From an optimization exercise on the open Yosys and OpenROAD flow, aimed at small area, a short achievable clock period and few clock cycles; shortcuts taken in it are not production practice.
Where RTL was checked, it was by simulation tests only, not by an equivalence proof against the original.
Power and IR drop assume default switching activity.

== ember ==
==> module axi_bram2axis, before the edit <==
module axi_bram2axis #(
  parameter int AXI_DATA_WIDTH      = 512,
  parameter int AXI_XFER_SIZE_WIDTH = 32,
  parameter int BRAM_ADDR_WIDTH     = 32,
  parameter int BRAM_DATA_WIDTH     = 512,
  parameter int BRAM_DELAY          = 2,
  parameter int FIFO_DEPTH          = BRAM_DELAY + 2
) (
  input  logic                           clk,
  input  logic                           rst,
  input  logic                           i_bs2a_start,
  output logic                           o_bs2a_done,
  input  logic [AXI_XFER_SIZE_WIDTH-1:0] i_bs2a_data_size_bytes,
  output logic                           o_bs2a_rden,
  output logic [BRAM_ADDR_WIDTH-1:0]     o_bs2a_rdaddr,
  input  logic [BRAM_DATA_WIDTH-1:0]     i_bs2a_rddata,
  output logic                           m_axis_tvalid,
  input  logic                           m_axis_tready,
  output logic [AXI_DATA_WIDTH-1:0]      m_axis_tdata,
  output logic                           m_axis_tlast
);
  localparam int NW = AXI_XFER_SIZE_WIDTH - 6;
  localparam int GW = 4;
  localparam int NG = (NW + GW - 1) / GW;
  logic          done_q;    
  logic          rden_q;    
  logic          vld_q;     
  logic [NG-1:0] en_q;      
  logic [NW-1:0] w_q;       
  logic [NW-1:0] rem_q;     
  logic [NW-1:0] n_in, cy, rem_dec, addr;
  logic          go, acc, last, vld_d, last_d, en_d, rem_en;
  assign n_in = i_bs2a_data_size_bytes[AXI_XFER_SIZE_WIDTH-1:6];
  assign go   = i_bs2a_start && (n_in != '0);
  assign acc  = vld_q && m_axis_tready;
  assign vld_d  = rden_q && !done_q && !acc;
  assign last   = (rem_q == '0);
  assign last_d = vld_q ? last : (rem_q == NW'(1));
  assign en_d   = vld_d && !last_d;
  assign rem_en = !vld_q && rden_q;
  always_comb begin
    for (int i = 0; i < NW; i++) begin
      logic [NW-1:0] lo, glo;
      lo         = (NW'(1) << i) - NW'(1);
      glo        = lo & ~((NW'(1) << (i / GW * GW)) - NW'(1));
      cy[i]      = en_q[i / GW] && &(w_q | ~glo);
      rem_dec[i] = rem_q[i] ^ (rem_en && &(~rem_q | ~lo));
    end
  end
  axi_bram2axis_amux #(.W(NW)) u_amux (
    .sel(m_axis_tready), .c(cy), .b(w_q), .y(addr)
  );
  assign o_bs2a_rden   = !done_q;
  assign o_bs2a_rdaddr = BRAM_ADDR_WIDTH'(addr);
  assign o_bs2a_done   = done_q;
  assign m_axis_tvalid = vld_q;
  assign m_axis_tdata  = i_bs2a_rddata;
  assign m_axis_tlast  = last;
  always_ff @(posedge clk) begin
    if (rst) begin
      done_q <= 1'b1;
      rden_q <= 1'b0;
      vld_q  <= 1'b0;
      en_q   <= '0;
    end else begin
      rden_q <= o_bs2a_rden;
      vld_q  <= vld_d;
      for (int g = 0; g < NG; g++)
        en_q[g] <= en_d && &(w_q | ~((NW'(1) << (g * GW)) - NW'(1)));
      if (done_q) begin
        if (go) done_q <= 1'b0;
      end else if (acc && last) begin
        done_q <= 1'b1;
      end
    end
  end
  always_ff @(posedge clk) begin
    if (rst || done_q) w_q <= '0;
    else               w_q <= addr;
  end
  always_ff @(posedge clk) begin
    rem_q <= done_q ? n_in : rem_dec;
  end
endmodule
clock: 5.0 ns
lec_check: 0
cap_margin: 20
core_area: 5 5 385 385
cts_buf_list: sky130_fd_sc_hd__clkbuf_8
cts_cluster_diameter: 100
cts_cluster_size: 50
die_area: 0 0 390 390
setup_slack_margin: 2.4
slew_margin: 20
synth_hierarchical: 1
synth_minimum_keep_size: 0
standard.sh (not shown) runs the stock make flow with config.mk's settings and CLKGATE_MAP_FILE= SYNTH_SCRIPT=/design/flow/synth_recipe.tcl, a recipe that flattens the netlist after the stock synthesis.
==> flow/flow/run.sh <==
#!/bin/bash
# The standard layout, with three changes:
# - the port buffers are buf_2 cells instead of the resizer's default (a slow
#   delay cell);
# - the control ports are kept together on one stretch of the bottom edge
#   (flow/pins.tcl), next to the logic between them;
# - the clock tree is built without dummy loads.
set -euo pipefail
export BUFFER_PORTS_ARGS="-buffer_cell sky130_fd_sc_hd__buf_2"
export PRE_IO_PLACEMENT_TCL="$PWD/flow/pins.tcl"
export CTS_ARGS="-sink_clustering_enable -repair_clock_nets -sink_clustering_size 50 -sink_clustering_max_diameter 100 -buf_list sky130_fd_sc_hd__clkbuf_8 -dont_use_dummy_load"
bash standard.sh > standard.log 2>&1
==> flow/flow/pins.tcl <==
# Keep the control ports on one stretch of the bottom edge.
set_io_pin_constraint -region bottom:145-245 -pin_names [get_ports {
  clk rst i_bs2a_start i_bs2a_data_size_bytes* o_bs2a_done o_bs2a_rden
  o_bs2a_rdaddr* m_axis_tvalid m_axis_tready m_axis_tlast}]
Inputs modified between ember and garnet:
--- a/flow/design.v
+++ b/flow/design.v
@@ -32,23 +32,23 @@
   localparam int NW = AXI_XFER_SIZE_WIDTH - 6;
   localparam int GW = 4;
   localparam int NG = (NW + GW - 1) / GW;
   logic          done_q;    
   logic          rden_q;    
   logic          vld_q;     
+  logic          last_q;    
   logic [NG-1:0] en_q;      
   logic [NW-1:0] w_q;       
   logic [NW-1:0] rem_q;     
   logic [NW-1:0] n_in, cy, rem_dec, addr;
-  logic          go, acc, last, vld_d, last_d, en_d, rem_en;
+  logic          go, acc, vld_d, last_d, en_d, rem_en;
   assign n_in = i_bs2a_data_size_bytes[AXI_XFER_SIZE_WIDTH-1:6];
   assign go   = i_bs2a_start && (n_in != '0);
   assign acc  = vld_q && m_axis_tready;
   assign vld_d  = rden_q && !done_q && !acc;
-  assign last   = (rem_q == '0);
-  assign last_d = vld_q ? last : (rem_q == NW'(1));
+  assign last_d = vld_q ? last_q : (rem_q == NW'(1));
   assign en_d   = vld_d && !last_d;
   assign rem_en = !vld_q && rden_q;
   always_comb begin
     for (int i = 0; i < NW; i++) begin
       logic [NW-1:0] lo, glo;
       lo         = (NW'(1) << i) - NW'(1);
@@ -62,13 +62,13 @@
   );
   assign o_bs2a_rden   = !done_q;
   assign o_bs2a_rdaddr = BRAM_ADDR_WIDTH'(addr);
   assign o_bs2a_done   = done_q;
   assign m_axis_tvalid = vld_q;
   assign m_axis_tdata  = i_bs2a_rddata;
-  assign m_axis_tlast  = last;
+  assign m_axis_tlast  = last_q;
   always_ff @(posedge clk) begin
     if (rst) begin
       done_q <= 1'b1;
       rden_q <= 1'b0;
       vld_q  <= 1'b0;
       en_q   <= '0;
@@ -76,19 +76,20 @@
       rden_q <= o_bs2a_rden;
       vld_q  <= vld_d;
       for (int g = 0; g < NG; g++)
         en_q[g] <= en_d && &(w_q | ~((NW'(1) << (g * GW)) - NW'(1)));
       if (done_q) begin
         if (go) done_q <= 1'b0;
-      end else if (acc && last) begin
+      end else if (acc && last_q) begin
         done_q <= 1'b1;
       end
     end
   end
   always_ff @(posedge clk) begin
     if (rst || done_q) w_q <= '0;
     else               w_q <= addr;
   end
   always_ff @(posedge clk) begin
-    rem_q <= done_q ? n_in : rem_dec;
+    rem_q  <= done_q ? n_in : rem_dec;
+    last_q <= last_d;
   end
 endmodule
Results
- Looking at garnet and ember, the core utilization is a wash.
- Compared with ember, garnet shows a higher minimum setup slack in the final design.
- ember ended up with rem_q[3]$_DFF_P_ as its launch point of the worst path; garnet ended up with m_axis_tready.
- In the reports for garnet and ember, the larger worst slew margin relative to its limit belongs to garnet.
- Diff ember -> garnet: wire length has decreased; half-perimeter wire length of the detailed placement result fell by 5.8%; power shows a reduction of about 24%.
- Clock skew: garnet > ember
- The uppermost signal routing layer after detailed routing comes out met4 in one run and met5 in the other, namely in ember and garnet respectively.
Testbench counts of garnet, summed over its fixed seeds: cycles 13,562.
The RTL of ember was laid out without a check of its function.

==> what the ideal ports hide <==
How much do the figures lean on ideal ports? The routed layouts below were timed once more, with nothing changed but the port constraints.
Step 1, drivers: a clkbuf_16 drives clk and a buf_2 each remaining input, both assumed.
Step 2 adds t to the input delays and takes it off the output delays; t is the mean of the earliest and latest rising clock arrival at the registers after step 1. Input paths then give back, and output paths get back, about the clock's delay inside the block.
Slacks: ideal ports / drivers / drivers and shift; pairs: ideal ports / drivers.
run | t, ns | slack for setup (ns) | worst setup path after step 2 | latest minus earliest clock arrival (ns) | worst register clock-pin slew, ns
ember | 0.363 | 2.283 / 2.249 / 2.249 | input to output | 0.011 / 0.011 | 0.07 / 0.07
garnet | 0.366 | 2.430 / 2.269 / 2.269 | input to output | 0.025 / 0.025 | 0.07 / 0.07
After both steps setup and hold are still met in every run listed. For garnet, which loses most, drivers alone change the setup slack by -0.161 ns; drivers and shift together by -0.161 ns.
